This is an optimization exercise on Yosys and OpenROAD, whose aim is small area, a short achievable clock period and few clock cycles per item, not a production implementation.
Function was checked by simulation only, so behaviour that the tests miss may differ from the original.

==> flow/design.v (outline; a module is shown in full before it is edited, if it fits) <==
// module julia_render: 2193 lines
module julia_render #(
    parameter int H_PIXELS = 64,
    parameter int V_PIXELS = 48,
    parameter int MAX_ITER = 255,
    parameter int FRAC     = 14
) (
    input  logic               clock,
    input  logic               reset,
    input  logic               valid,
    input  logic signed [17:0] c_real,
    input  logic signed [17:0] c_comp,
    input  logic signed [17:0] x,
    input  logic signed [17:0] y,
    input  logic signed [17:0] scale,
    output logic [18:0]        wr_addr,
    output logic [7:0]         wr_data,
    output logic               wr_en,
    input  logic               wr_ready,
    output logic               busy,
    output logic               done
);
  // ...
==> flow/flow/run.sh <==
#!/bin/bash
set -euo pipefail
bash standard.sh SETUP_SLACK_MARGIN=8 finish > standard_make.log 2>&1
==> flow/standard.sh <==
#!/bin/bash
# synth_recipe.tcl (not shown) runs the flow's synth.tcl, then flattens the netlist and writes it again
# the make line also repeats each setting of config.mk as NAME=value (left out here)
make -C /OpenROAD-flow-scripts/flow DESIGN_CONFIG=/design/flow/config.mk WORK_HOME=/design/flow/orfs CLKGATE_MAP_FILE= SYNTH_SCRIPT=/design/flow/synth_recipe.tcl "${@:-finish}"
==> flow/config.mk <==
export PLATFORM = sky130hd
export DESIGN_NAME = julia_render
export DESIGN_NICKNAME = julia_render
export VERILOG_FILES = /design/flow/design.v
export SDC_FILE = /design/flow/constraint.sdc
export NUM_CORES = 4
export LEC_CHECK = 0
export CAP_MARGIN = 20
export CORE_MARGIN = 2
export CORE_UTILIZATION = 40
export SLEW_MARGIN = 20
==> flow/constraint.sdc <==
create_clock -name core_clock -period 12.0 [get_ports {clock}]
set_input_delay 2.4000 -clock core_clock [delete_from_list [all_inputs] [get_ports {clock}]]
set_output_delay 2.4000 -clock core_clock [all_outputs]
set_load 0.01 [all_outputs]
==> results list, run 1 <==
* Detailed-routed wire length on met3: around 4700 um
- In this design, the stage delay of the slowest critical-path cell is 540 ps.
- In the final design database the tool counted just over 4000 nets.
- In the final timing run, aggregate negative setup slack is 0 ps.
* Met1 Routed Length: 37900 um
- Tap Cells: between 1000 and 1500
- Pin count of the biggest net entering global routing: 66
- The first global-routing pass estimated between 100000 and 150000 um of wire.
- H-tree lvl count: 2
- Including well taps, the total number of placed cells is between 4000 and 5000.
- TritonCTS created 55 clock buffers.
- Of the total standard cell area in the layout, the multi-input combinational portion is roughly half.
- Across the whole layout, storage elements make up 27.3% of the cell area.
- For this block, the routed nets add up to roughly 86000 um of wire.
- Multi-input gate count: roughly 2000
- Startpoint of the worst hold path: s1i_q[5]
* Worst-case setup slack after placement: between 7000 and 8000 ps
- Non-Clock Inverter Count: between 500 and 600
- Run status: complete, no violations
- TritonCTS built the clock tree.
- In this run the tightest slew margin relative to its limit is approximately two fifths.
- Worst reg2reg path endpoint: eb_q[21]
- The startpoint identified for the worst register-to-register timing path is zr_q[15].
* Post-DP HPWL: between 50000 and 60000 um
- Met2 layer wire length in the routed design: between 40000 and 50000 um
- In the final layout, the registers with the most flip-flops are xa_q x31, xb_q x31, ya_q x31.
- The routed layout has ~22000 vias.
- Clk tree area frac: under 10%
- Max-cap violations in this run came to 0.
* Hold-critical path depth: 0
- The area growth from synthesis to layout is 16.9%.
* Total global routing overflow: 0
* Area leader, netlist: sky130_fd_sc_hd__fa_1
Testbench counts, summed over its fixed seeds: cycles 1,323,491, pixels 98,304.
==> run 2: changes to the inputs <==
--- a/flow/design.v
+++ b/flow/design.v
@@ -26,19 +26,20 @@
     logic        v0_q, p0_q;
     logic [17:0] zr_q, zi_q, s0r_q, s0i_q;
     logic [7:0]  it0_q;
     logic [11:0] a0_q;
     logic        v1_q, p1_q, in1_q, per1_q, cap1_q;
     logic [17:0] s1r_q, s1i_q;
     logic [7:0]  it1_q;
     logic [11:0] a1_q;
-    logic [31:0] xa_q, xb_q;
-    logic [30:0] ya_q, yb_q;
-    logic [31:0] ea_q, eb_q;
+    logic [23:0] xa_q, xb_q, ea_q, eb_q;
+    logic [22:0] ya_q, yb_q;
+    logic [1:0]  xk_q, ek_q;
+    logic        yk_q;
     logic        ov_q;
     logic [11:0] oa_q;
     logic [7:0]  od_q;
     logic        valid_q, busy_q, run_q, done_q;
     logic [15:0] dr, di;
     assign dr = zr_q[15:0];
     assign di = zi_q[15:0];
     wire t_1;
@@ -2055,58 +2056,65 @@
     assign t_912 = ~bop7[15] & t_856;
     wire t_913;
     wire t_914;
     assign t_913 = ~bop7[16] ^ bop7[15];
     assign t_914 = ~bop7[16] & bop7[15];
     wire [30:0] ya, yb;
     assign ya = {t_913, t_911, t_909, t_906, t_905, t_902, t_901, t_899, t_896, t_894, t_892, t_890, t_888, t_886, t_884, t_882, t_880, t_878, t_876, t_874, t_872, t_870, t_868, t_866, t_864, t_862, t_860, t_858, bon1, bop0[1], bon0};
     assign yb = {t_912, t_910, t_908, t_907, t_904, t_903, t_900, t_898, t_897, t_895, t_893, t_891, t_889, t_887, t_885, t_883, t_881, t_879, t_877, t_875, t_873, t_871, t_869, t_867, t_865, t_863, t_861, t_859, t_857, 1'b0, bop0[0]};
+    logic [9:0] xl, el;
+    logic [8:0] yl;
+    assign xl = {2'b0, xa[7:0]} + {2'b0, xb[7:0]} + 10'd2;
+    assign yl = {1'b0, ya[7:0]} + {1'b0, yb[7:0]};
+    assign el = {2'b0, ea[7:0]} + {2'b0, eb[7:0]} + 10'hff;
     localparam logic [63:0] MUL3 = 64'b1001001001001001001001001001001001001001001001001001001001001001;
     logic save;
     assign save = (it0_q[1:0] == 2'd0) && MUL3[it0_q[7:2]];
     logic inr, ini, per, cap;
     assign inr = (zr_q[17:15] == 3'b000) || (zr_q[17:15] == 3'b111) || (zr_q == 18'h08000);
     assign ini = (zi_q[17:15] == 3'b000) || (zi_q[17:15] == 3'b111) || (zi_q == 18'h08000);
     assign per = (it0_q != 8'h00) && (zr_q == s0r_q) && (zi_q == s0i_q);
     assign cap = (it0_q == 8'hff);
     always_ff @(posedge clock) begin
-        xa_q   <= xa;
-        xb_q   <= xb;
-        ya_q   <= ya;
-        yb_q   <= yb;
-        ea_q   <= ea;
-        eb_q   <= eb;
+        xa_q   <= xa[31:8];
+        xb_q   <= xb[31:8];
+        xk_q   <= xl[9:8];
+        ya_q   <= ya[30:8];
+        yb_q   <= yb[30:8];
+        yk_q   <= yl[8];
+        ea_q   <= ea[31:8];
+        eb_q   <= eb[31:8];
+        ek_q   <= el[9:8];
         in1_q  <= inr && ini;
         per1_q <= per;
         cap1_q <= cap;
         it1_q  <= it0_q;
         a1_q   <= a0_q;
         if (save) begin
             s1r_q <= zr_q;
             s1i_q <= zi_q;
         end else begin
             s1r_q <= s0r_q;
             s1i_q <= s0i_q;
         end
         s0r_q <= s1r_q;
         s0i_q <= s1i_q;
     end
     logic [17:0] zr_new, zi_new;
-    logic [31:0] xs;
-    logic [30:0] ys;
-    logic [31:0] es;
+    logic [23:0] xs, es;
+    logic [22:0] ys;
     logic        escape, fin, can_emit, emit, load;
     logic [7:0]  count;
-    assign xs     = xa_q + xb_q + {cr_q, 14'd2};
-    assign zr_new = xs[31:14];
-    assign ys     = ya_q + yb_q + {ci_q, 13'd0};
-    assign zi_new = ys[30:13];
-    assign es     = ea_q + eb_q + 32'hbfff_ffff;
-    assign escape = !in1_q || !es[31];
+    assign xs     = xa_q + xb_q + {cr_q, 6'd0} + {22'd0, xk_q};
+    assign zr_new = xs[23:6];
+    assign ys     = ya_q + yb_q + {ci_q, 5'd0} + {22'd0, yk_q};
+    assign zi_new = ys[22:5];
+    assign es     = ea_q + eb_q + 24'hbf_ffff + {22'd0, ek_q};
+    assign escape = !in1_q || !es[23];
     assign fin    = p1_q || (v1_q && (escape || cap1_q || per1_q));
     assign count  = (v1_q && per1_q) ? 8'hff : it1_q;
     assign can_emit = !ov_q || wr_ready;
     assign emit     = run_q && fin && can_emit;
     assign load     = run_q && !gdone_q && (emit || !(v1_q || p1_q));
     logic start, finish;
     assign start  = valid && !valid_q && !run_q;
     assign finish = gdone_q && !v0_q && !p0_q && !v1_q && !p1_q && !ov_q;
==> results list, run 2 <==
- Post-DP HPWL: 58500 um (-1.9%)
- In the global route stage, overall resource usage came out at about a fifth.
- Share of the synthesized area in the top cell type: 23.2%
* Die Span X: 289 um
* Count of warnings emitted by yosys: 1
* Vias in the first global route: roughly 23000
- The startpoint identified for the worst register-to-register timing path is zr_q[11].
- Slowest-stage cell, CP: sky130_fd_sc_hd__clkdlybuf4s50_1
* Top cells by count, synth: sky130_fd_sc_hd__inv_1 (539), sky130_fd_sc_hd__fa_1 (377), sky130_fd_sc_hd__dfxtp_1 (310), sky130_fd_sc_hd__ha_1 (285), sky130_fd_sc_hd__nand2_1 (210)
- Final setup violating endpoints: 0
- In this run the mean area of a mapped cell was about 10 um2.
- Async S/R FF share, synth: 2.33%
- Clock skew on the completed layout was measured at 38.2 ps.
* First-pass DRT Iterations: 7
* Clock latency at the later pin of the worst-skew pair: approximately 620 ps
- Detailed-route wire length: 84400 um (-1.5%)
* Worst-case setup slack after placement: 6750 ps (-400 ps)
* Routed len/inst: approximately 19 um
- CTS tree: done
* Tcrit/Tclk final: 32.7%
- Post-synthesis share of cell area spent on xor and xnor gates: under 10%
- Area leader, netlist: sky130_fd_sc_hd__fa_1
* Final Net Count: 4099 (+0.37%)
- In this run the critical register-to-register path is captured at eb_q[10].
* Number of buffers added to fix hold violations after cts: 0
* Layout-stage area growth over the synthesis result: 16.9% (about the same)
- Count of cell types in the netlist: between 70 and 80
- At the end of the flow the core is filled with cells to between 40% and 50%.
- The total congestion overflow after global routing is 0 (unchanged).
- Register-to-register path setup slack: around 8100 ps
- Buffers placed on the I/O ports in this run total 116.
* Filler cell count: 7485
* Number of synthesized flops with an enable pin: 110
- In the post-synthesis netlist, the cell with the most instances is sky130_fd_sc_hd__inv_1.
* Crit. Startpoint: oa_q[1]
- The top cell types in the final layout, fill and taps aside, are sky130_fd_sc_hd__inv_1 (523), sky130_fd_sc_hd__fa_1 (357), sky130_fd_sc_hd__dfxtp_1 (294).
* Critical path's largest stage delay: 550 ps (about the same)
- After floorplanning, the core was divided into about 100 placement rows.
- Endpoint required time on the critical path: around 9600 ps
- Most used DFF post-synth: sky130_fd_sc_hd__dfxtp_1
- Along the worst path, the maximum fanout reaches 1.
- The number of failing hold endpoints at the final stage is 0.
- Final-report max-slew violation count: 0
* Crit path time final: between 3000 and 4000 ps
- Following the worst setup path forward leads to its endpoint at wr_addr[1].
- Synthesized cell area: roughly 32000 um2
* Number of vias in the routed layout: 22500 (+0.43%)
- The initial antenna violation count was 0.
* Pin count of the biggest net entering global routing: 64 (-3.0%)
- Startpoint class of the critical path: register
* Relative slew margins: 44.6% (+4.0 points)
* Reg2Reg Depth: 13
* Simple-gate share of the synthesized area: 9.74%
- Register bit total from synthesis: 430
* Routed vias/inst: slightly above 5
* Count of maximum capacitance violations: 0 (unchanged)
- After the first detailed-routing iteration, the DRC count stood at 1577.
* Core region area: around 80000 um2
* Residual DRC: 0
- H-tree lvl count: 2 (unchanged)
* Setup slack of the critical path after layout: ~8100 ps
- The worst setup path is captured at an output pin.
* Fraction of layout cells with a size suffix above 1: approximately 10%
- Hold crit path type: register to register
* Final antenna-violating net count: 0
* Die Footprint: about 83000 um2
- The library cell used most frequently in the layout, excluding fill and tap cells, is sky130_fd_sc_hd__inv_1.
* Global-route wire length before repair: 129000 um (-2.7%)
- The run finished with no timing, DRC or antenna violations.
- Worst Setup Path Type: register to output pin
* Clock Sinks: 430
* Global placement routability congestion: between 0.8 and 0.9
* Main combinational cell family by area after synthesis: adder cells
- At the pin with the least slew margin, the transition time is just over 800 ps.
- Derived from the worst setup path, the maximum achievable clock frequency is 255 MHz.
* Root cell of the clock tree: sky130_fd_sc_hd__clkbuf_16
- The total CTS buffers came to 49 (-11%).
- Sum Neg Setup Slack: 0 ps (unchanged)
- Cell family with most CP delay: buffers and inverters
- Walking the worst path, the cells encountered are clkdlybuf4s50_1.
- Maximum buffer depth of the clock tree: 3
- Clock-pin slew was measured on the worst setup and hold paths at 70 ps.
- In the synthesized netlist, the number of instances is between 3000 and 4000.
- Together, buffers and inverters on the worst path number 1.
* Number of gates on the worst path with buffers counted: 1
- Sequential cells were found to cover a little under a third of the synthesized design area.
* Antenna diode instance count: 0
- Summing the areas of all compound-gate instances in the mapped netlist gives a little under a tenth of the synthesized area.
- For the worst setup path, the data arrival time is 1530 ps.
- The portion of synthesized area spent on multiplexers is 1.54%.
- 124 I/O pins were placed.
- The die is 289 um tall.
- After Yosys synthesis, full adders, half adders and majority gates account for around 34% of the synthesized area.
* Starting utilization of the core area: 40.4%
* Cell types with the largest area share after synthesis: sky130_fd_sc_hd__fa_1 (23%), sky130_fd_sc_hd__dfxtp_1 (19%), sky130_fd_sc_hd__ha_1 (11%)
- Setup repair after global routing could not meet its margin everywhere.
-- run 2: cell types whose count changed after synthesis, moves of 12 or more --
cell,previous run,this run
sky130_fd_sc_hd__dfxtp_1,346,310
sky130_fd_sc_hd__nand3_1,34,22
sky130_fd_sc_hd__nor3_1,25,42
sky130_fd_sc_hd__o31ai_1,9,24
sky130_fd_sc_hd__xnor2_1,167,193
sky130_fd_sc_hd__xor2_1,96,53
-- run 2: worst min-delay path by stage --
stage | depth (start not counted) | to | start | slack [ps]
5_1_grt | 0 | s0r_q[1] | s1r_q[1] | 330
3_3_place_gp | 0 | s0i_q[16] | s1i_q[16] | 310
6_report | 0 | s0r_q[1] | s1r_q[1] | 320
2_1_floorplan | 0 | a1_q[0] | a0_q[0] | 310
4_1_cts | 0 | s0r_q[1] | s1r_q[1] | 320
3_5_place_dp | 0 | a1_q[11] | a0_q[11] | 310
-- run 2: logic make-up (layout without fill, tap and decap cells) --
kind of cell / count (synthesis) / after routing
buf+inv: 719 / 875
fa+ha+maj: 662 / 662
simple gates: 654 / 654
compound gates: 463 / 463
flops: 430 / 430
xor+xnor: 246 / 246
mux: 45 / 45
other cells: 1 / 7
-- run 2: through the flow --
step	cell area [um2]	hold slack (ps)	cells
final	38000	322	4442
after global routing	38000	329	4442
after CTS	37300	320	4410
after detailed placement	34700	312	4276
after global placement	34700	310	4276
after floorplan	32600	310	3226
-- run 2: area by class of cell --
class | count | area, um2 | share of cell area, %
clock inverters | 20 | 245 | 0.646
multi-input cells | 2077 | 20300 | 53.3
flip-flops and latches | 430 | 9800 | 25.8
clock buffers | 70 | 1460 | 3.85
inverters | 551 | 2160 | 5.68
repair buffers | 232 | 2720 | 7.16
repair inverters | 2 | 10.0 | 0.0264
well taps | 1060 | 1330 | 3.49
-- run 2: timing repair --
item | CTS | global route
gates resized for setup | 110 | 102
setup endpoints to repair | 201 | 64
buffers inserted | 37 | 23
cloned | 7 | 9
pin swaps | 13 | 12
-- run 2: routing by layer --
| layer | global-route usage, % | part of all wire [%] |
|---|---|---|
| met3 | 2.52 | 5.7 |
| met5 | 0 | 0 |
| met4 | 6.13 | 2.8 |
| met2 | 32.6 | 46 |
| met1 | 28.1 | 45 |
Testbench counts of run 2, summed over its fixed seeds: cycles 1,323,491, pixels 98,304.
==> run 3: changes to the inputs <==
--- a/flow/config.mk
+++ b/flow/config.mk
@@ -7,5 +7,5 @@
 export LEC_CHECK = 0
 export CAP_MARGIN = 20
 export CORE_MARGIN = 2
-export CORE_UTILIZATION = 40
+export CORE_UTILIZATION = 60
 export SLEW_MARGIN = 20
==> results list, run 3 <==
- Largest fanout on the critical path: 5 (+4)
- Tightest Pin Transition: 1050 ps (+234 ps)
* H-tree lvl count: 2 (unchanged)
- Number of gates on the worst path with buffers counted: 10 (+9)
* Detailed-routed wire length on met3: 5910 um (+22%)
* Count of cell types in the netlist: 74 (unchanged)
* Register-to-register path setup slack: 8050 ps (-40 ps)
* Worst reg2reg path endpoint: eb_q[11]
- The logic depth of the worst register-to-register path is 12 (-1).
* Number of vias in the routed layout: 22900 (+1.8%)
- Slowest-stage cell, CP: sky130_fd_sc_hd__or3_1
- Register bit total from synthesis: 430 (unchanged)
* Global placement routability congestion: 0.875 (+1.7%)
- The clock latency reported for the late side of the worst-skew pair is 620 ps (about the same).
- CTS tree: done
* Vias in the first global route: 23900 (+5.8%)
- Global-route wire length before repair: 132000 um (+2.3%)
- The total DRC errors in the routed layout was 0 (unchanged).
- Final antenna-violating net count: 0 (unchanged)
- The boundary pin count is 124 (unchanged).
- The critical path is of the input port to register type.
- Sum Neg Setup Slack: 0 ps (unchanged)
* Maximum clock skew at final layout: 25.2 ps (-13.0 ps)
- The post-route clock period utilization was 33.0% (+0.30 points).
- Relative slew margins: 29.7% (-15 points)
* Final Hold Fails: 0 (unchanged)
* Endpoint required time on the critical path: 12320 ps (+2720 ps)
- Starting utilization of the core area: 60.5% (+20 points)
- The number of rows in the core area came to 85 (-18%).
* Crit. Startpoint: wr_ready
- Total placed instance area: 34300 um2 (-1.3%)
* Most numerous cell in the Yosys netlist: sky130_fd_sc_hd__inv_1
- Cell family with most CP delay: simple AND/OR/NAND/NOR gates
* PortBufs: 116 (unchanged)
- The cell area after technology mapping is 32500 um2 (unchanged).
- Data arrival at the endpoint of the critical path: 4290 ps (+2760 ps)
- The largest buffer count on any clock path was 3 (unchanged).
- Met2 layer wire length in the routed design: 39800 um (+1.9%)
- Final instance area: 37400 um2 (-1.5%)
- After synthesis, the largest family of logic cells by area is adder cells.
- Multiplexer share of the synthesized area: 1.54% (unchanged)
* Async S/R FF share, synth: 2.33% (unchanged)
- The placeable core region was 53700 um2 (-33%).
- Average cell area after synthesis: 10.1 um2 (unchanged)
- Number of cells in the design after placement: 3913 (-8.5%)
- Final Net Count: 4105 (+0.15%)
- The most used flip-flop cell after synthesis is sky130_fd_sc_hd__dfxtp_1.
- The worst hold margin is 325 ps (+2.98 ps).
- The worst register-to-register path begins at zr_q[15].
- The reported max-cap violation count came to 0 (unchanged).
- Final design utilization: 69.6% (+22 points)
- Count of warnings emitted by yosys: 1 (unchanged)
- Met1 Routed Length: 36700 um (-3.6%)
* Fraction of layout cells with a size suffix above 1: 10.0% (-0.31 points)
* Post-DP HPWL: 60200 um (+2.8%)
* Commonest cells after routing, fill and taps aside: sky130_fd_sc_hd__inv_1 (526), sky130_fd_sc_hd__fa_1 (359), sky130_fd_sc_hd__dfxtp_1 (293)
* Critical path's largest stage delay: 330 ps (-220 ps)
- The clock-pin transition on the worst setup and hold timing paths is 60 ps (about the same).
- The share of the synthesized area in the top cell type was 23.2% (unchanged).
- Root cell of the clock tree: sky130_fd_sc_hd__clkbuf_16
- The detailed-routing iteration count for the pre-antenna-repair pass came to 6 (-1).
* Critical path buffers and inverters: 4 (+3)
* Cell types with the largest area share after synthesis: sky130_fd_sc_hd__fa_1 (23%), sky130_fd_sc_hd__dfxtp_1 (19%), sky130_fd_sc_hd__ha_1 (11%)
- The largest net degree at the start of global routing was 58 (-9.4%).
- Die Footprint: 56000 um2 (-33%)
- Number of antenna violations at the first check in global routing: 0 (unchanged)
- Number of synthesized flops with an enable pin: 110 (unchanged)
- Number of buffers added to fix hold violations after cts: 0 (unchanged)
- STA classifies the critical path endpoint as a register.
- Post-Synth Adder-Cell Area: 34.2% (unchanged)
- The count of final max-slew check failures is 0 (unchanged).
- The total wirelength of the detailed-routed design is 85400 um (+1.2%).
- Worst setup path endpoint: gi_q[4]
* Clock Sinks: 430 (unchanged)
- The min-delay analysis places its worst path in the category register to register.
* Worst-case setup slack after placement: 6410 ps (-336 ps)
- RSZ-0062 raised after global routing: true
- The peak clock frequency supported by timing came to 252 MHz (-0.92%).
- Vertical extent of the die: 237 um (-18%)
- Leaving out fill and tap cells, the most frequent cell in the layout is sky130_fd_sc_hd__inv_1.
* Part of the Yosys area used for sequential elements: 30.0% (unchanged)
* Antenna diode instance count: 0 (unchanged)
* Run status: complete, no violations
- The worst setup path is launched from an input port.
- Area fraction in compound gates after synthesis: 9.40% (unchanged)
- The final cell count without fillers was 4083 (-8.1%).
- Simple-gate share of the synthesized area: 9.74% (unchanged)
- The gate count of the mapped netlist is 3220 (unchanged).
* Hold-critical path depth: 0 (unchanged)
* Uppermost layer routed: met4
- Final setup violating endpoints: 0 (unchanged)
- GRT Util Overall: 30.5% (+10 points)
* Die Span X: 237 um (-18%)
- Top cells by count, synth: sky130_fd_sc_hd__inv_1 (539), sky130_fd_sc_hd__fa_1 (377), sky130_fd_sc_hd__dfxtp_1 (310), sky130_fd_sc_hd__ha_1 (285), sky130_fd_sc_hd__nand2_1 (210)
- The synthesized design spends more area on one cell type than any other, namely sky130_fd_sc_hd__fa_1.
* Crit path time final: 3960 ps (+36.4 ps)
- Iteration-0 DRC count of the detailed router: 1644 (+4.2%)
- Layout-stage area growth over the synthesis result: 15.2%
- Routed vias/inst: 5.61 (+11%)
- Cts bufs inserted: 48 (-2.0%)
* Setup slack of the critical path after layout: 8040 ps (-36.4 ps)
* Post-synthesis share of cell area spent on xor and xnor gates: 6.63% (unchanged)
* Total global routing overflow: 0 (unchanged)
* Crit path cell chain: dlygate4sd2_1 > nand2b_4 > nor2_1 > or3_1 > a41o_4 > or2_4 > buf_12 > o21ai_4 > buf_6 > bufbuf_16
* Routed len/inst: 20.9 um (+10%)
run 3: cell counts after synthesis:
Identical to the previous run, type by type.
run 3: worst min path at each step:
| stage | to | slack, ps | start |
|---|---|---|---|
| 5_1_grt | s0r_q[17] | 330 | s1r_q[17] |
| 6_report | s0i_q[5] | 330 | s1i_q[5] |
| 3_5_place_dp | a1_q[6] | 310 | a0_q[6] |
| 2_1_floorplan | a1_q[0] | 310 | a0_q[0] |
| 4_1_cts | s0i_q[5] | 320 | s1i_q[5] |
| 3_3_place_gp | s0i_q[9] | 310 | s1i_q[9] |
run 3: timing repair:
| item | 4_1_cts | 5_1_grt |
|---|---|---|
| cloned | 8 | 7 |
| setup buffers | 40 | 27 |
| pin swaps | 7 | 17 |
| gates resized for setup | 113 | 91 |
| setup endpoints to repair | 202 | 81 |
run 3: final cells by class:
type / instances / area, um2
inverter: 551 / 2160
fill: 4105 / 16300
clock buffer: 64 / 1340
sequential: 430 / 9810
tap: 696 / 871
clock inverter: 24 / 248
timing repair buffer: 238 / 2700
timing repair inverter: 1 / 7.51
multi-input combinational: 2079 / 20300
run 3: cells by family after synthesis:
logic type | Yosys count
AND/OR/NAND/NOR | 654
XOR/XNOR | 246
buffers and inverters | 719
AO/OA/AOI/OAI | 463
flip-flops | 430
multiplexers | 45
adder cells (fa/ha/maj) | 662
other | 1
run 3: routing by layer:
| metal | up-vias | track usage (%) |
|---|---|---|
| met4 | 0 | 9.30 |
| met3 | 180 | 3.92 |
| met5 | - | 0 |
| met2 | 825 | 50.0 |
| li1 | 10600 | - |
| met1 | 11300 | 42.7 |
==> run 4: changes to the inputs <==
==> flow/flow/run.sh (replaced) <==
#!/bin/bash
set -euo pipefail
bash standard.sh SETUP_SLACK_MARGIN=8.15 "BUFFER_PORTS_ARGS=-buffer_cell sky130_fd_sc_hd__buf_1" finish > standard_make.log 2>&1
==> results list, run 4 <==
* Tcrit/Tclk final: 32.4% (-0.59 points)
- Worst Setup Path Type: register to register
- The width of the chip was 237 um (unchanged).
* Part of the Yosys area used for sequential elements: 30.0% (unchanged)
- The number of DRC markers in iteration 0 is 1939 (+18%).
- Post-Synthesis Cells: 3220 (unchanged)
- Clock Sinks: 430 (unchanged)
- The total CTS buffers was 48 (unchanged).
- Top cells by count, synth: sky130_fd_sc_hd__inv_1 (539), sky130_fd_sc_hd__fa_1 (377), sky130_fd_sc_hd__dfxtp_1 (310), sky130_fd_sc_hd__ha_1 (285), sky130_fd_sc_hd__nand2_1 (210)
- The synthesized area per cell was 10.1 um2 (unchanged).
- The vias after detailed routing is 23700 (+3.3%).
- Final antenna-violating net count: 0 (unchanged)
* Vias in the first global route: 24600 (+2.9%)
- Async S/R FF share, synth: 2.33% (unchanged)
- Clock-pin slew on the worst setup and hold paths: 60 ps (about the same)
* Fraction of layout cells with a size suffix above 1: 13.1% (+3.1 points)
- The maximum fanout along the worst path is 8 (+3).
- The most common cell in the synthesized netlist is sky130_fd_sc_hd__inv_1.
- The peak clock frequency supported by timing is 257 MHz (+1.8%).
- Area leader, netlist: sky130_fd_sc_hd__fa_1
- The aggregate negative setup slack is 0 ps (unchanged).
- The total DRC errors in the routed layout came to 0 (unchanged).
- STA classifies the critical path startpoint as a register.
- Count of warnings emitted by yosys: 1 (unchanged)
- Area used by sequential logic in the layout: 9830 um2 (+0.20%)
* Row count: 85 (unchanged)
* Total global routing overflow: 0 (unchanged)
* Root cell of the clock tree: sky130_fd_sc_hd__clkbuf_16
- Number of antenna violations at the first check in global routing: 2 (+2)
- The total wirelength of the detailed-routed design came to 90000 um (+5.4%).
* Run status: complete, no violations
- Count of maximum capacitance violations: 0 (unchanged)
- Number of buffers added to fix hold violations after cts: 0 (unchanged)
* Pin count of the biggest net entering global routing: 61 (+5.2%)
* Critical path endpoint category: register
- The number of enable flip-flop cells after synthesis was 110 (unchanged).
* Num ports: 124 (unchanged)
* Final-report max-slew violation count: 0 (unchanged)
- Tightest Pin Transition: 1080 ps (+25.6 ps)
- Global placement routability congestion: 0.869 (-0.73%)
- Final setup violating endpoints: 0 (unchanged)
- Hold crit path type: register to register
* Final design utilization: 69.8% (+0.18 points)
- The fill cell total of the finished layout was 4149 (+1.1%).
* Cell types with the largest area share after synthesis: sky130_fd_sc_hd__fa_1 (23%), sky130_fd_sc_hd__dfxtp_1 (19%), sky130_fd_sc_hd__ha_1 (11%)
- The final critical delay including setup and external delays was 3890 ps (-71.1 ps).
* Final Hold Fails: 0 (unchanged)
- Commonest cells after routing, fill and taps aside: sky130_fd_sc_hd__inv_1 (513), sky130_fd_sc_hd__fa_1 (332), sky130_fd_sc_hd__dfxtp_1 (287)
* Share of the synthesized area in the top cell type: 23.2% (unchanged)
- The post-route standard cell area excluding fillers was 37500 um2 (+0.26%).
- Starting utilization of the core area: 60.5% (unchanged)
* Most used DFF post-synth: sky130_fd_sc_hd__dfxtp_1
* Count of cell types in the netlist: 74 (unchanged)
* Data arrival at the endpoint of the critical path: 4400 ps (+110 ps)
* PortBufs: 116 (unchanged)
- The half-perimeter wire length of the detailed placement result was 60400 um (+0.42%).
- Endpoint required time on the critical path: 12510 ps (+190 ps)
- Routed vias/inst: 5.74 (+2.3%)
* Worst-case setup slack after placement: 6760 ps (+346 ps)
* Register bit total from synthesis: 430 (unchanged)
* Clock latency at the later pin of the worst-skew pair: 620 ps (about the same)
- GRT Util Overall: 32.0% (+1.4 points)
- Area taken by multi-input logic gates: 20400 um2 (+0.85%)
- The CTS H-tree depth came to 2 (unchanged).
* Routed len/inst: 21.8 um (+4.3%)
- RSZ-0062 raised after global routing: true
* Vertical extent of the die: 237 um (unchanged)
* Total placed instance area: 33600 um2 (-2.0%)
* Maximum clock skew at final layout: 34.4 ps (+9.20 ps)
- CTS tree: done
- The detailed-routing iteration count for the pre-antenna-repair pass was 6 (unchanged).
- The floorplan die area was 56000 um2 (unchanged).
* Maximum buffer depth of the clock tree: 3 (unchanged)
- Synthesized cell area: 32500 um2 (unchanged)
* Global-route wire length before repair: 137000 um (+4.0%)
- The library cell used most frequently in the layout, excluding fill and tap cells, is sky130_fd_sc_hd__inv_1.
- Layout-stage area growth over the synthesis result: 15.5%
- Relative slew margins: 28.0% (-1.7 points)
- Setup slack of the critical path after layout: 8110 ps (+71.1 ps)
- The placeable core region is 53700 um2 (unchanged).
- The net total in the final layout is 4142 (+0.90%).
==> run 4: repair_timing <==
action                     CTS  global route
hold endpoints to repair     0             0
pin swaps                   21            40
setup endpoints to repair  219           108
gates resized for setup    187           103
gates cloned                15            10
buffers inserted            52            43
==> run 4: worst max-delay path, cell delays in order, from the launching register on <==
cell and delay (ps):
sky130_fd_sc_hd__dfxtp_4 350, sky130_fd_sc_hd__buf_12 140, sky130_fd_sc_hd__clkinvlp_4 150, sky130_fd_sc_hd__nor2_4 50, sky130_fd_sc_hd__fa_2 540, sky130_fd_sc_hd__inv_2 40
sky130_fd_sc_hd__fa_2 360, sky130_fd_sc_hd__fa_1 540, sky130_fd_sc_hd__fa_2 460, sky130_fd_sc_hd__buf_4 150, sky130_fd_sc_hd__fa_1 420, sky130_fd_sc_hd__fa_1 520
sky130_fd_sc_hd__inv_1 40
==> run 4: stage by stage <==
stage,std cells,hold WS (ps)
finish,4124,303
global placement,3912,311
CTS,4069,307
floorplan,3226,310
global route,4123,315
detailed placement,3912,313
==> run 4: worst paths after layout <==
check | from | end | slack [ps] | cells past startpoint
worst max-delay path | zr_q[14] | eb_q[10] | 8110 | 12
worst min-delay path | s1r_q[6] | s0r_q[6] | 300 | 0
worst max register to register | zr_q[14] | eb_q[10] | 8110 | 12
worst min register to register | s1r_q[6] | s0r_q[6] | 300 | 0
max in group asynchronous | reset | run_q | 9860 | 1
min in group asynchronous | reset | gdone_q | 1740 | 1
==> run 4: kinds of logic after synthesis <==
kind of cell               Yosys count  share of synthesized area, %
DFF                                430                          30.0
xor gates and xnor gates           246                          6.63
AOI/OAI and AO/OA                  463                          9.40
and+or+nand+nor                    654                          9.74
muxes                               45                          1.54
buffers and inverters              719                          8.42
other                                1                        0.0115
adders and majority gates          662                          34.2
==> run 4: cell type report <==
type / count / area share, %
timing repair buffer: 274 / 6.70
inverter: 551 / 5.88
clock inverter: 26 / 0.617
multi-input combinational: 2078 / 54.5
tap: 696 / 2.32
clock buffer: 64 / 3.72
timing repair inverter: 3 / 0.0534
sequential: 430 / 26.2
antenna: 2 / 0.0133
==> run 4: per-layer routing <==
layer / track usage [%] / part of all wire [%] / vias up
li1: - / - / 10700
met1: 42.6 / 41 / 11800
met2: 52.4 / 46 / 936
met3: 5.82 / 7.9 / 230
met4: 11.7 / 4.3 / 2
met5: 0 / 0.014 / -
==> run 5: changes to the inputs <==
==> flow/flow/run.sh (replaced) <==
#!/bin/bash
set -euo pipefail
bash standard.sh SETUP_SLACK_MARGIN=8 "BUFFER_PORTS_ARGS=-buffer_cell sky130_fd_sc_hd__buf_1" finish > standard_make.log 2>&1
==> results list, run 5 <==
- Synthesized cell area: 32500 um2 (unchanged)
* Number of antenna violations at the first check in global routing: 1 (-1)
- Final instance area: 36600 um2 (-2.5%)
- Startpoint of the worst hold path: s1r_q[8]
* Tcrit/Tclk final: 32.8% (+0.34 points)
* Layout-stage area growth over the synthesis result: 12.5%
- Endpoint with the worst hold slack: s0r_q[8]
* Startpoint class of the critical path: input port
- Maximum buffer depth of the clock tree: 3 (unchanged)
- For this run, the leading register cell type out of synthesis is sky130_fd_sc_hd__dfxtp_1.
- Leading cell type in the layout, fill and taps excluded: sky130_fd_sc_hd__inv_1
- Count of maximum capacitance violations: 0 (unchanged)
* Pin count of the biggest net entering global routing: 75 (+23%)
- Routed len/inst: 21.2 um (-2.9%)
- Routed vias/inst: 5.66 (-1.4%)
- The gate count of the mapped netlist is 3220 (unchanged).
* GRT Util Overall: 30.7% (-1.3 points)
- The number of failing hold endpoints at the final stage came to 0 (unchanged).
- Setup slack of the critical path after layout: 8070 ps (-40.3 ps)
* Crit path time final: 3930 ps (+40.3 ps)
- The placeable core region was 53700 um2 (unchanged).
- Area leader, netlist: sky130_fd_sc_hd__fa_1
- Part of the Yosys area used for sequential elements: 30.0% (unchanged)
- The required time reported for the critical path endpoint is 12310 ps (-200 ps).
- Total global routing overflow: 0 (unchanged)
- The via count of the first global-routing pass came to 23700 (-3.7%).
- Die Footprint: 56000 um2 (unchanged)
* Total placed instance area: 33500 um2 (-0.17%)
- RSZ-0062 raised after global routing: true
* Fraction of layout cells with a size suffix above 1: 10.1% (-3.0 points)
* Data arrival at the endpoint of the critical path: 4240 ps (-160 ps)
- The run finished with no timing, DRC or antenna violations.
- Critical path endpoint category: register
- By area the synthesized netlist is led by sky130_fd_sc_hd__fa_1 (23%), sky130_fd_sc_hd__dfxtp_1 (19%), sky130_fd_sc_hd__ha_1 (11%).
* Sum Neg Setup Slack: 0 ps (unchanged)
- First-pass DRT Iterations: 7 (+1)
- The logic depth of the worst register-to-register path came to 11 (-1).
- The synthesized area per cell is 10.1 um2 (unchanged).
* Hold crit path type: register to register
* Number of synthesized flops with an enable pin: 110 (unchanged)
* Clock latency at the later pin of the worst-skew pair: 620 ps (about the same)
* Global-route wire length before repair: 132000 um (-4.0%)
- The worst setup skew after layout is 23.9 ps (-10.5 ps).
- Root cell of the clock tree: sky130_fd_sc_hd__clkbuf_16
* Worst-case setup slack after placement: 6720 ps (-34.9 ps)
- Global placement routability congestion: 0.866 (-0.32%)
* Critical path buffers and inverters: 3 (-2)
* Count of warnings emitted by yosys: 1 (unchanged)
- Most numerous cell in the Yosys netlist: sky130_fd_sc_hd__inv_1
* Cts bufs inserted: 48 (unchanged)
* Die Span X: 237 um (unchanged)
* Clock-pin slew on the worst setup and hold paths: 60 ps (about the same)
* Crit path cell chain: buf_1 > nand2b_4 > nor2_1 > or3_1 > a41o_2 > or2_4 > buf_6 > o21ai_4 > buf_12
- The total wirelength of the detailed-routed design is 86300 um (-4.2%).
- Top cells by count, synth: sky130_fd_sc_hd__inv_1 (539), sky130_fd_sc_hd__fa_1 (377), sky130_fd_sc_hd__dfxtp_1 (310), sky130_fd_sc_hd__ha_1 (285), sky130_fd_sc_hd__nand2_1 (210)
- The slowest stage of the critical path is the sky130_fd_sc_hd__a41o_2 cell.
- Hold-critical path depth: 0 (unchanged)
- Filler cell count: 4242 (+2.2%)
- H-tree lvl count: 2 (unchanged)
- Async S/R FF share, synth: 2.33% (unchanged)
- The count of final max-slew check failures is 0 (unchanged).
* Largest fanout on the critical path: 34 (+26)
- CTS tree: done
- The share of the synthesized area in the top cell type was 23.2% (unchanged).
* Vertical extent of the die: 237 um (unchanged)
- Relative slew margins: 30.2% (+2.2 points)
- The clock sink count was 430 (unchanged).
* Commonest cells after routing, fill and taps aside: sky130_fd_sc_hd__inv_1 (525), sky130_fd_sc_hd__fa_1 (355), sky130_fd_sc_hd__dfxtp_1 (292)
* Cell family with most CP delay: simple AND/OR/NAND/NOR gates
- Max Clock Freq: 254 MHz (-1.0%)
- The flip-flop and latch count after synthesis was 430 (unchanged).
- By startpoint and endpoint, the worst setup path is classified as input port to register.
- The number of setup violations in the final report came to 0 (unchanged).
- The number of DRC markers in iteration 0 was 1755 (-9.5%).
* Final antenna-violating net count: 0 (unchanged)
- The half-perimeter wire length of the detailed placement result is 61200 um (+1.2%).
* Critical path's largest stage delay: 360 ps (-180 ps)
- Tightest Pin Transition: 1050 ps (-32.5 ps)
- The number of input and output port buffers inserted was 116 (unchanged).
* Num ports: 124 (unchanged)
- Row count: 85 (unchanged)
- Worst Hold Slack: 313 ps (+10.5 ps)
- Number of vias in the routed layout: 23000 (-2.7%)
- The starting density of the core is 60.5% (unchanged).
- The total DRC errors in the routed layout came to 0 (unchanged).
* Count of cell types in the netlist: 74 (unchanged)
* Number of buffers added to fix hold violations after cts: 0 (unchanged)
- Worst reg2reg path endpoint: eb_q[10]
- Final Net Count: 4091 (-1.2%)
- Reg2Reg Launch Point: zr_q[1]
## run 5: how the worst max path moves through the flow
stage | from | endpoint | cells after the start
floorplan | wr_ready | gr_q[0] | 9
global placement | wr_ready | gi_q[0] | 8
detailed placement | wr_ready | gi_q[2] | 8
CTS | zr_q[8] | eb_q[13] | 13
global route | zr_q[0] | ek_q[0] | 17
finish | wr_ready | gi_q[10] | 9
## run 5: layout make-up
| cell class | instances | area [um2] | share of cell area, % |
|---|---|---|---|
| Antenna cell | 1 | 2.50 | 0.00685 |
| Clock buffer | 64 | 1360 | 3.73 |
| Clock inverter | 26 | 292 | 0.798 |
| Inverter | 551 | 2180 | 5.96 |
| Multi-Input combinational cell | 2079 | 20300 | 55.4 |
| Sequential cell | 430 | 9820 | 26.9 |
| Tap cell | 696 | 871 | 2.38 |
| Timing Repair Buffer | 225 | 1780 | 4.87 |
## run 5: metrics by stage
| step | utilization [%] | cells |
|---|---|---|
| 2_1_floorplan | - | 3226 |
| 3_3_place_gp | 62.4 | 3909 |
| 3_5_place_dp | 62.4 | 3909 |
| 4_1_cts | 66.8 | 4038 |
| 5_1_grt | 68.1 | 4072 |
| 6_report | 68.1 | 4072 |
## run 5: per-layer routing
| metal | wire [um] | GRT usage, % |
|---|---|---|
| met3 | 6120 | 4.01 |
| met1 | 36300 | 42.1 |
| met2 | 40500 | 50.5 |
| met5 | 0 | 0 |
| met4 | 3290 | 10.6 |
## run 5: cell families after synthesis
| group | after synthesis | share of synthesized area (%) |
|---|---|---|
| other | 1 | 0.0115 |
| and+or+nand+nor | 654 | 9.74 |
| xor gates and xnor gates | 246 | 6.63 |
| muxes | 45 | 1.54 |
| DFF | 430 | 30.0 |
| buffers and inverters | 719 | 8.42 |
| AOI/OAI and AO/OA | 463 | 9.40 |
| adders and majority gates | 662 | 34.2 |
## run 5: what timing repair did
| item | in CTS | in global routing |
|---|---|---|
| resized for setup | 109 | 96 |
| setup buffers | 35 | 25 |
| gates cloned | 4 | 8 |
| endpoints found under the setup margin | 204 | 134 |
| pin swaps | 7 | 22 |
==> run 6: changes to the inputs <==
--- a/flow/config.mk
+++ b/flow/config.mk
@@ -8,4 +8,5 @@
 export CAP_MARGIN = 20
 export CORE_MARGIN = 2
 export CORE_UTILIZATION = 60
+export PLACE_DENSITY = 0.75
 export SLEW_MARGIN = 20
==> results list, run 6 <==
* Run status: complete, no violations
* Layout-stage area growth over the synthesis result: 13.2%
- The actual transition at the worst max-transition pin came to 1070 ps (+26.5 ps).
- Setup slack of the critical path after layout: 8050 ps (-17.2 ps)
- Final design utilization: 68.4% (+0.38 points)
- The flip-flop and latch count after synthesis came to 430 (unchanged).
* Num ports: 124 (unchanged)
- In this run the critical register-to-register path is launched from zr_q[10].
* Count of warnings emitted by yosys: 1 (unchanged)
- Vias in the first global route: 24500 (+3.5%)
- Core region area: 53700 um2 (unchanged)
- The share of the synthesized area in the top cell type came to 23.2% (unchanged).
- Worst Hold Slack: 312 ps (-0.526 ps)
- Starting utilization of the core area: 60.5% (unchanged)
- The wire length of the first global-routing pass is 130000 um (-1.6%).
* Root cell of the clock tree: sky130_fd_sc_hd__clkbuf_16
* Top cells by count, synth: sky130_fd_sc_hd__inv_1 (539), sky130_fd_sc_hd__fa_1 (377), sky130_fd_sc_hd__dfxtp_1 (310), sky130_fd_sc_hd__ha_1 (285), sky130_fd_sc_hd__nand2_1 (210)
- The hold path depth came to 0 (unchanged).
- First-pass DRT Iterations: 6 (-1)
- Maximum clock skew at final layout: 47.7 ps (+23.8 ps)
- Crit path time final: 3950 ps (+17.2 ps)
- The final weighted congestion in routability-driven placement came to 0.886 (+2.3%).
- Number of buffers added to fix hold violations after cts: 0 (unchanged)
* Critical path endpoint category: register
- The post-detailed-route count of antenna-violating nets is 0 (unchanged).
- Worst-case setup slack after placement: 6840 ps (+114 ps)
* Endpoint required time on the critical path: 12500 ps (+190 ps)
- The CTS H-tree depth came to 2 (unchanged).
* Detailed-route wire length: 85100 um (-1.3%)
* Critical path's largest stage delay: 520 ps (+160 ps)
- The peak clock frequency supported by timing is 253 MHz (-0.44%).
* Area leader, netlist: sky130_fd_sc_hd__fa_1
- Startpoint of the worst hold path: s1i_q[14]
- Row count: 85 (unchanged)
- The critical path goes through buf_12 > clkinvlp_4 > buf_4 > buf_4 > nor2_1 > ha_1 > fa_1 > inv_1 > fa_1 > fa_2 > fa_1 > inv_1 > fa_1 > inv_1.
- Part of the Yosys area used for sequential elements: 30.0% (unchanged)
- Iteration-0 DRC count of the detailed router: 2233 (+27%)
- Relative slew margins: 28.4% (-1.8 points)
- The path with the worst hold slack has its endpoint at s0i_q[14].
- The clock sink count was 430 (unchanged).
* GRT Util Overall: 29.8% (-0.94 points)
- Vertical extent of the die: 237 um (unchanged)
* Die Span X: 237 um (unchanged)
* Final setup violating endpoints: 0 (unchanged)
* RSZ-0062 raised after global routing: true
- The total DRC errors in the routed layout was 0 (unchanged).
- The number of input and output port buffers inserted was 116 (unchanged).
* Number of synthesized flops with an enable pin: 110 (unchanged)
- By area the synthesized netlist is led by sky130_fd_sc_hd__fa_1 (23%), sky130_fd_sc_hd__dfxtp_1 (19%), sky130_fd_sc_hd__ha_1 (11%).
- In the synthesized netlist the dominant register cell turns out to be sky130_fd_sc_hd__dfxtp_1.
* Final-report max-slew violation count: 0 (unchanged)
- The largest buffer count on any clock path came to 3 (unchanged).
- Post-Synthesis Cells: 3220 (unchanged)
* Count of maximum capacitance violations: 0 (unchanged)
* Worst Setup Path Type: register to register
* Slowest-stage cell, CP: sky130_fd_sc_hd__fa_1
- The fraction of registers with async set/reset is 2.33% (unchanged).
- Data arrival at the endpoint of the critical path: 4450 ps (+210 ps)
- Tcrit/Tclk final: 32.9% (+0.14 points)
- Routed vias/inst: 5.78 (+2.1%)
* Worst path most repeated cell: sky130_fd_sc_hd__fa_1
- Clock latency at the later pin of the worst-skew pair: 640 ps (+20 ps)
- The top cell types in the final layout, fill and taps aside, are sky130_fd_sc_hd__inv_1 (526), sky130_fd_sc_hd__fa_1 (364), sky130_fd_sc_hd__dfxtp_1 (291).
- Hold crit path type: register to register
- Largest fanout on the critical path: 13 (-62%)
- Worst reg2reg path endpoint: eb_q[7]
- Pin count of the biggest net entering global routing: 64 (-15%)
* Number of vias in the routed layout: 23600 (+2.3%)
- The number of library cell types mapped by synthesis was 74 (unchanged).
* Final Hold Fails: 0 (unchanged)
- The cell area after technology mapping is 32500 um2 (unchanged).
- The half-perimeter wire length of the detailed placement result came to 58000 um (-5.2%).
* Routed len/inst: 20.9 um (-1.5%)
- CTS tree: done
* Total global routing overflow: 0 (unchanged)
- The clock-pin transition on the worst setup and hold timing paths was 60 ps (about the same).
* Average cell area after synthesis: 10.1 um2 (unchanged)
- Cts bufs inserted: 49 (+2.1%)
* Die Footprint: 56000 um2 (unchanged)
- Most numerous cell in the Yosys netlist: sky130_fd_sc_hd__inv_1
- Leaving out fill and tap cells, the most frequent cell in the layout is sky130_fd_sc_hd__inv_1.
- Sum Neg Setup Slack: 0 ps (unchanged)
- The logic depth of the worst register-to-register path came to 14 (+3).
- The share of layout cells above drive strength 1 was 9.99% (-0.14 points).
- STA classifies the critical path startpoint as a register.
- Final Net Count: 4098 (+0.17%)
* Number of antenna violations at the first check in global routing: 1 (unchanged)
## run 6: final cells by class
cell class | count | area [um2]
Sequential cell | 430 | 9810
Fill cell | 3907 | 17000
Clock inverter | 25 | 297
Tap cell | 696 | 871
Timing Repair inverter | 1 | 5.00
Multi-Input combinational cell | 2079 | 20200
Antenna cell | 1 | 2.50
Clock buffer | 67 | 1450
Timing Repair Buffer | 230 | 1910
Inverter | 551 | 2190
## run 6: through the flow
step | std cells | area (um2)
after floorplan | 3226 | 32600
after global placement | 3910 | 33500
after detailed placement | 3910 | 33500
after CTS | 4032 | 35900
after global routing | 4079 | 36800
final | 4080 | 36800
## run 6: worst max-delay path by stage
stage / from / endpoint / slack (ps) / cells past startpoint
global placement: wr_ready / gi_q[1] / 6870 / 8
global route: zr_q[10] / eb_q[7] / 7960 / 14
finish: zr_q[10] / eb_q[7] / 8050 / 14
detailed placement: wr_ready / gi_q[0] / 6840 / 8
floorplan: wr_ready / gr_q[0] / 7600 / 9
CTS: eb_q[8] / gi_q[6] / 7970 / 14
## run 6: kinds of logic after synthesis
| logic type | synth area share, % |
|---|---|
| buf+inv | 8.42 |
| fa+ha+maj | 34.2 |
| simple gates | 9.74 |
| compound gates | 9.40 |
| flops | 30.0 |
| xor+xnor | 6.63 |
| mux | 1.54 |
| other cells | 0.0115 |
## run 6: what timing repair did
action / 4_1_cts / 5_1_grt
gates cloned: 5 / 12
setup buffers: 25 / 35
pin swaps: 4 / 16
setup endpoints to repair: 193 / 129
gates resized for setup: 94 / 98
## run 6: worst max-delay path: cells and delay by family, from the launching register on
kind,cells,cell delay [ps]
buf+inv,7,810
fa+ha+maj,6,2550
simple gates,1,120
flops,1,360
## run 6: routing by layer
| metal | share of wire (%) | GRT usage [%] | routed length, um | up-vias |
|---|---|---|---|---|
| li1 | - | - | - | 10600 |
| met1 | 39 | 38.2 | 33200 | 11600 |
| met2 | 47 | 49.4 | 40300 | 1108 |
| met3 | 8.9 | 6.21 | 7550 | 269 |
| met4 | 4.9 | 11.9 | 4140 | 0 |
| met5 | 0 | 0 | 0 | - |
==> run 7: changes to the inputs <==
--- a/flow/config.mk
+++ b/flow/config.mk
@@ -7,6 +7,5 @@
 export LEC_CHECK = 0
 export CAP_MARGIN = 20
 export CORE_MARGIN = 2
-export CORE_UTILIZATION = 60
-export PLACE_DENSITY = 0.75
+export CORE_UTILIZATION = 70
 export SLEW_MARGIN = 20
==> results list, run 7 <==
* Final antenna-violating net count: 0 (unchanged)
- Most numerous cell in the Yosys netlist: sky130_fd_sc_hd__inv_1
* Maximum clock skew at final layout: 27.1 ps (-20.6 ps)
- GRT Util Overall: 35.7% (+5.9 points)
* Number of vias in the routed layout: 23700 (+0.39%)
- The flip-flop and latch count after synthesis is 430 (unchanged).
- Post-DP HPWL: 58800 um (+1.4%)
- The number of library cell types mapped by synthesis was 74 (unchanged).
- Share of the synthesized area in the top cell type: 23.2% (unchanged)
- Num ports: 124 (unchanged)
- The aggregate negative setup slack was 0 ps (unchanged).
- Relative to the synthesized area, the layout overhead comes to 11.5%.
- Fraction of layout cells with a size suffix above 1: 9.20% (-0.79 points)
* Most used DFF post-synth: sky130_fd_sc_hd__dfxtp_1
- Data arrival at the endpoint of the critical path: 4450 ps (about the same)
- The gate count of the mapped netlist came to 3220 (unchanged).
- The maximum fanout along the worst path came to 6 (-7).
* Clock-pin slew on the worst setup and hold paths: 60 ps (about the same)
- The via count of the first global-routing pass came to 24400 (-0.30%).
- Top cells by count, synth: sky130_fd_sc_hd__inv_1 (539), sky130_fd_sc_hd__fa_1 (377), sky130_fd_sc_hd__dfxtp_1 (310), sky130_fd_sc_hd__ha_1 (285), sky130_fd_sc_hd__nand2_1 (210)
* Final-report max-slew violation count: 0 (unchanged)
- Worst Hold Slack: 326 ps (+13.3 ps)
- The reported max-cap violation count is 0 (unchanged).
- The yosys synthesis warning count was 1 (unchanged).
- STA classifies the critical path startpoint as a register.
- Final std cells w/o fill: 3958 (-3.0%)
* Relative slew margins: 26.6% (-1.9 points)
* Starting utilization of the core area: 71.3% (+11 points)
* Endpoint required time on the critical path: 12490 ps (about the same)
- The worst setup path is of the register to register kind.
- Synthesized cell area: 32500 um2 (unchanged)
- Reg2Reg Depth: 12 (-2)
* Worst-case setup slack after placement: 6820 ps (-17.6 ps)
- The floorplan die area is 48100 um2 (-14%).
- The CTS H-tree depth is 2 (unchanged).
- The number of rows in the core area is 78 (-8.2%).
* Residual DRC: 0 (unchanged)
- The tightest min-delay check is of the register to register type.
* Average cell area after synthesis: 10.1 um2 (unchanged)
* Part of the Yosys area used for sequential elements: 30.0% (unchanged)
- The detail-routed net length per standard cell is 21.4 um (+2.6%).
- The post-route clock period utilization was 33.0% (+0.079 points).
- Maximum buffer depth of the clock tree: 3 (unchanged)
* Vertical extent of the die: 219 um (-7.3%)
- Cts bufs inserted: 47 (-4.1%)
* Final Hold Fails: 0 (unchanged)
- Crit path time final: 3960 ps (+9.43 ps)
- Hold-critical path depth: 0 (unchanged)
* Leading cell type in the layout, fill and taps excluded: sky130_fd_sc_hd__inv_1
* Total global routing overflow: 0 (unchanged)
- The flow ran to the end and the layout has no timing, DRC or antenna violations.
- Number of buffers added to fix hold violations after cts: 0 (unchanged)
- The top cell types in the final layout, fill and taps aside, are sky130_fd_sc_hd__inv_1 (523), sky130_fd_sc_hd__fa_1 (357), sky130_fd_sc_hd__dfxtp_1 (294).
* Number of cells in the design after placement: 3813 (-2.5%)
* Clock latency at the later pin of the worst-skew pair: 610 ps (-30 ps)
- Global-route wire length before repair: 131000 um (+1.3%)
* Core region area: 45600 um2 (-15%)
- The fill cell total of the finished layout was 2912 (-25%).
- The peak clock frequency supported by timing came to 253 MHz (-0.24%).
- The number of setup violations in the final report came to 0 (unchanged).
- PortBufs: 116 (unchanged)
- The net total in the final layout is 4075 (-0.56%).
- Pin count of the biggest net entering global routing: 58 (-9.4%)
- The detailed-routing iteration count for the pre-antenna-repair pass came to 6 (unchanged).
- The number of diodes added for antenna fixing came to 0 (-1).
- Number of synthesized flops with an enable pin: 110 (unchanged)
- Global placement routability congestion: 0.883 (-0.35%)
- RSZ-0062 raised after global routing: true
- Number of antenna violations at the first check in global routing: 0 (-1)
* Tightest Pin Transition: 1100 ps (+27.8 ps)
- Clock Sinks: 430 (unchanged)
* Setup slack of the critical path after layout: 8040 ps (-9.43 ps)
- Critical path endpoint category: register
- Detailed-route wire length: 84700 um (-0.49%)
- Iteration-0 DRC count of the detailed router: 2090 (-6.4%)
* Die Span X: 219 um (-7.3%)
* CTS tree: done
- The ratio of routed vias to standard cells came to 5.98 (+3.5%).
- Of all cell types, the one taking the most synthesized area is sky130_fd_sc_hd__fa_1.
- In this run the clock root is driven by a sky130_fd_sc_hd__clkbuf_16.
* Async S/R FF share, synth: 2.33% (unchanged)
- Sorting the synthesized cells by area gives the leading types as sky130_fd_sc_hd__fa_1 (23%), sky130_fd_sc_hd__dfxtp_1 (19%), sky130_fd_sc_hd__ha_1 (11%).
## run 7: cell counts after synthesis
No cell type changed its count.
## run 7: worst paths after layout
kind	startpoint	endpoint	slack, ps
max in group asynchronous	reset	run_q	9850
setup / recovery	zr_q[11]	eb_q[8]	8040
hold / removal	a0_q[11]	a1_q[11]	330
min in group asynchronous	reset	ov_q	1760
hold reg to reg	a0_q[11]	a1_q[11]	330
setup reg to reg	zr_q[11]	eb_q[8]	8040
## run 7: cell families (layout without fill, tap and decap cells)
logic type | Yosys count | count (layout) | share of synthesized area [%]
buffers and inverters | 719 | 850 | 8.42
adder cells (fa/ha/maj) | 662 | 662 | 34.2
AND/OR/NAND/NOR | 654 | 655 | 9.74
AO/OA/AOI/OAI | 463 | 463 | 9.40
flip-flops | 430 | 430 | 30.0
XOR/XNOR | 246 | 246 | 6.63
multiplexers | 45 | 45 | 1.54
other | 1 | 7 | 0.0115
## run 7: metal layers
metal | vias to the layer above | share of wire, % | global-route usage [%]
met5 | - | 0 | 0
met3 | 282 | 8.8 | 5.65
met1 | 11600 | 40 | 47.8
met2 | 1218 | 47 | 57.8
met4 | 0 | 4.6 | 15.4
li1 | 10500 | - | -
## run 7: metrics by stage
stage	instance area, um2	utilization (%)
2_1_floorplan	32600	-
3_3_place_gp	33400	73.2
3_5_place_dp	33400	73.2
4_1_cts	35600	78.1
5_1_grt	36200	79.4
6_report	36200	79.4
## run 7: critical path, cell delays in order (launching register included)
cell and delay (ps):
sky130_fd_sc_hd__dfxtp_4 370, sky130_fd_sc_hd__buf_12 120, sky130_fd_sc_hd__clkinvlp_4 210, sky130_fd_sc_hd__nor2_4 180, sky130_fd_sc_hd__fa_1 450, sky130_fd_sc_hd__fa_2 350, sky130_fd_sc_hd__inv_2 70, sky130_fd_sc_hd__fa_1 450
sky130_fd_sc_hd__fa_2 520, sky130_fd_sc_hd__buf_4 160, sky130_fd_sc_hd__fa_1 420, sky130_fd_sc_hd__fa_1 520, sky130_fd_sc_hd__inv_1 40
## run 7: layout make-up
type / instances / area (um2) / share of cell area, %
multi-input cells: 2078 / 20200 / 55.9
flip-flops and latches: 430 / 9810 / 27.1
inverters: 551 / 2160 / 5.96
repair buffers: 210 / 1670 / 4.60
clock buffers: 64 / 1310 / 3.61
well taps: 600 / 751 / 2.07
clock inverters: 24 / 269 / 0.743
repair inverters: 1 / 5.00 / 0.0138
## run 7: timing repair
action | in CTS | in global routing
pin swaps | 4 | 18
gates cloned | 4 | 7
resized for setup | 96 | 101
buffers inserted | 26 | 20
endpoints found under the setup margin | 205 | 129
==> run 8: changes to the inputs <==
--- a/flow/config.mk
+++ b/flow/config.mk
@@ -7,5 +7,6 @@
 export LEC_CHECK = 0
 export CAP_MARGIN = 20
 export CORE_MARGIN = 2
-export CORE_UTILIZATION = 70
+export CORE_UTILIZATION = 60
+export CTS_BUF_LIST = sky130_fd_sc_hd__clkbuf_4 sky130_fd_sc_hd__clkbuf_8
 export SLEW_MARGIN = 20
==> results list, run 8 <==
- Endpoint with the worst hold slack: a1_q[11]
* Cell types with the largest area share after synthesis: sky130_fd_sc_hd__fa_1 (23%), sky130_fd_sc_hd__dfxtp_1 (19%), sky130_fd_sc_hd__ha_1 (11%)
- The number of failing hold endpoints at the final stage was 0 (unchanged).
- Count of cell types in the netlist: 74 (unchanged)
- Top cells by count, synth: sky130_fd_sc_hd__inv_1 (539), sky130_fd_sc_hd__fa_1 (377), sky130_fd_sc_hd__dfxtp_1 (310), sky130_fd_sc_hd__ha_1 (285), sky130_fd_sc_hd__nand2_1 (210)
- The total CTS buffers came to 74 (+57%).
- Row count: 85 (+9.0%)
* Clock-pin slew on the worst setup and hold paths: 60 ps (about the same)
* Num ports: 124 (unchanged)
- In this run the most critical hold path is launched from a0_q[11].
- The clock sink count was 430 (unchanged).
- Run status: complete, no violations
* Final design utilization: 68.1% (-11 points)
- The final critical delay including setup and external delays came to 3960 ps (+6.78 ps).
* Routed vias/inst: 5.65 (-5.6%)
* Post-Synthesis Cells: 3220 (unchanged)
* Vertical extent of the die: 237 um (+7.9%)
- Sum Neg Setup Slack: 0 ps (unchanged)
* RSZ-0062 raised after global routing: true
- Worst Setup Path Type: register to register
- The wire length of the first global-routing pass was 132000 um (+0.69%).
* Average cell area after synthesis: 10.1 um2 (unchanged)
- Residual DRC: 0 (unchanged)
* Number of synthesized flops with an enable pin: 110 (unchanged)
* Total global routing overflow: 0 (unchanged)
* Detailed-route wire length: 86600 um (+2.1%)
- The worst slew slack as a fraction of its limit came to 29.5% (+2.9 points).
* Core region area: 53700 um2 (+18%)
- The net total in the final layout is 4113 (+0.93%).
* Die Span X: 237 um (+7.9%)
* Reg2Reg Depth: 13 (+1)
* Starting utilization of the core area: 60.5% (-11 points)
- Share of the synthesized area in the top cell type: 23.2% (unchanged)
- Fraction of layout cells with a size suffix above 1: 11.4% (+2.2 points)
- The fraction of registers with async set/reset is 2.33% (unchanged).
- From synthesis to final layout, the design area changed by 12.6%.
- H-tree lvl count: 3 (+1)
* Area leader, netlist: sky130_fd_sc_hd__fa_1
- Register-to-register path setup slack: 8040 ps (about the same)
- The hold path depth was 0 (unchanged).
* PortBufs: 116 (unchanged)
- Endpoint required time on the critical path: 12550 ps (+60 ps)
- Register bit total from synthesis: 430 (unchanged)
- Final setup violating endpoints: 0 (unchanged)
- The reported max-cap violation count was 0 (unchanged).
- STA classifies the critical path endpoint as a register.
- In this run the worst hold path is classified as register to register.
- Most used DFF post-synth: sky130_fd_sc_hd__dfxtp_1
* Count of warnings emitted by yosys: 1 (unchanged)
* Commonest cells after routing, fill and taps aside: sky130_fd_sc_hd__inv_1 (525), sky130_fd_sc_hd__fa_1 (359), sky130_fd_sc_hd__dfxtp_1 (293)
- The clock latency reported for the late side of the worst-skew pair came to 670 ps (+60 ps).
- CTS tree: done
* Maximum clock skew at final layout: 44.9 ps (+17.8 ps)
* Data arrival at the endpoint of the critical path: 4520 ps (+70 ps)
- The floorplan die area was 56000 um2 (+16%).
- Startpoint class of the critical path: register
- Iteration-0 DRC count of the detailed router: 1632 (-22%)
- The footprint of the flip-flops and latches is 9810 um2 (about the same).
- Vias in the first global route: 24000 (-1.7%)
* Final-report max-slew violation count: 0 (unchanged)
* Number of antenna violations at the first check in global routing: 3 (+3)
* Tightest Pin Transition: 1060 ps (-43.9 ps)
- Max Clock Freq: 252 MHz (-0.17%)
- The cell area after technology mapping came to 32500 um2 (unchanged).
- The global-route usage over all layers came to 30.8% (-4.8 points).
- Leaving out fill and tap cells, the most frequent cell in the layout is sky130_fd_sc_hd__inv_1.
- The final weighted congestion in routability-driven placement came to 0.866 (-1.9%).
- Most numerous cell in the Yosys netlist: sky130_fd_sc_hd__inv_1
* Maximum buffer depth of the clock tree: 3 (unchanged)
* Largest fanout on the critical path: 4 (-2)
- Pin count of the biggest net entering global routing: 75 (+29%)
- In this run the critical register-to-register path is launched from zr_q[15].
- The detailed-routing iteration count for the pre-antenna-repair pass came to 5 (-1).
- The half-perimeter wire length of the detailed placement result came to 61200 um (+4.0%).
- The fill cell total of the finished layout was 4320 (+48%).
- The worst register-to-register path ends at eb_q[9].
- Root cell of the clock tree: sky130_fd_sc_hd__clkbuf_8
- The post-detailed-route count of antenna-violating nets is 0 (unchanged).
- The detail-routed net length per standard cell is 21.0 um (-1.7%).
- Area taken by multi-input logic gates: 20300 um2 (+0.15%)
- The vias after detailed routing is 23200 (-1.8%).
- Tcrit/Tclk final: 33.0% (+0.057 points)
* Part of the Yosys area used for sequential elements: 30.0% (unchanged)
-- run 8: worst max-delay path: stages (launching register included) --
cell and delay [ps]:
sky130_fd_sc_hd__dfxtp_4 350, sky130_fd_sc_hd__buf_12 130, sky130_fd_sc_hd__buf_4 160, sky130_fd_sc_hd__nand2_2 80
sky130_fd_sc_hd__inv_1 60, sky130_fd_sc_hd__fa_2 550, sky130_fd_sc_hd__inv_1 60, sky130_fd_sc_hd__fa_2 360
sky130_fd_sc_hd__fa_1 520, sky130_fd_sc_hd__fa_2 480, sky130_fd_sc_hd__fa_1 520, sky130_fd_sc_hd__inv_1 70
sky130_fd_sc_hd__fa_1 480, sky130_fd_sc_hd__inv_1 40
-- run 8: final cells by class --
class / instances / area share (%)
multi-input combinational: 2079 / 55.4
sequential: 430 / 26.8
inverter: 551 / 5.94
timing repair buffer: 221 / 4.75
clock buffer: 114 / 3.98
tap: 696 / 2.38
clock inverter: 22 / 0.650
antenna: 2 / 0.0137
-- run 8: how the worst max path moves through the flow --
| stage | from | end | slack [ps] |
|---|---|---|---|
| final | zr_q[15] | eb_q[9] | 8040 |
| after global routing | zr_q[1] | ek_q[0] | 7920 |
| after CTS | zr_q[7] | eb_q[11] | 7990 |
| after detailed placement | wr_ready | gi_q[2] | 6720 |
| after global placement | wr_ready | gi_q[0] | 6800 |
| after floorplan | wr_ready | gr_q[0] | 7600 |
-- run 8: layer usage --
layer  GRT usage, %  share of wire [%]  up-vias
met1           41.9                 43    11600
met5              0              0.018        -
met4           11.4                3.8        2
li1               -                  -    10600
met3           5.05                6.9      201
met2           50.1                 47      826
-- run 8: kinds of logic (layout without fill, tap and decap cells) --
| group | after synthesis | count (layout) | share of synthesized area, % |
|---|---|---|---|
| mux | 45 | 45 | 1.54 |
| simple gates | 654 | 656 | 9.74 |
| buf+inv | 719 | 908 | 8.42 |
| flops | 430 | 430 | 30.0 |
| fa+ha+maj | 662 | 662 | 34.2 |
| other cells | 1 | 9 | 0.0115 |
| compound gates | 463 | 463 | 9.40 |
| xor+xnor | 246 | 246 | 6.63 |
-- run 8: timing repair --
action	CTS	global route
setup endpoints to repair	203	130
gates cloned	4	7
hold endpoints to repair	0	0
gates resized for setup	110	89
hold buffers	0	0
pin swaps	9	13
buffers inserted	33	24
-- run 8: per-stage QoR --
step           hold slack [ps]  setup WS [ps]  instance area, um2  cells
2_1_floorplan              310           7600               32600   3226
3_3_place_gp               311           6800               33500   3909
3_5_place_dp               312           6720               33500   3909
4_1_cts                    318           7990               35900   4082
5_1_grt                    330           7920               36600   4115
6_report                   320           8040               36600   4115

[re-timing with driven ports]
No port has a modelled driver above. Below, the same layouts with a new extraction and two added sets of constraints.
Step 1 (the two cells are an assumption about what drives the block):
set clk [get_ports {clock}]
set_driving_cell -lib_cell sky130_fd_sc_hd__clkbuf_16 $clk
set_driving_cell -lib_cell sky130_fd_sc_hd__buf_2 [delete_from_list [all_inputs] $clk]
Step 2 moves the port delays by t, midway between the first and last clock arrival at a register: inputs arrive t later, outputs are due t later. That takes back most of the time a late clock gives input paths.
a / b / c = ideal / step 1 / step 2; a / b = the first two.
run | t, ns | setup WS [ns] | worst slew at a driven data input, ns
run 1 | 0.681 | 8.058 / 7.996 / 7.523 | 0.09
run 2 | 0.664 | 8.075 / 8.015 / 7.436 | 0.06
run 3 | 0.673 | 8.039 / 8.006 / 7.406 | 0.06
run 4 | 0.668 | 8.110 / 8.110 / 7.542 | 0.08
run 5 | 0.671 | 8.069 / 8.077 / 7.438 | 0.07
run 6 | 0.672 | 8.052 / 8.052 / 7.444 | 0.04
run 7 | 0.655 | 8.043 / 8.043 / 7.532 | 0.08
run 8 | 0.713 | 8.036 / 8.036 / 7.421 | 0.07
After both steps setup and hold are still met in every run listed. For run 2, which loses most, drivers alone change the setup slack by -0.060 ns; drivers and shift together by -0.639 ns.
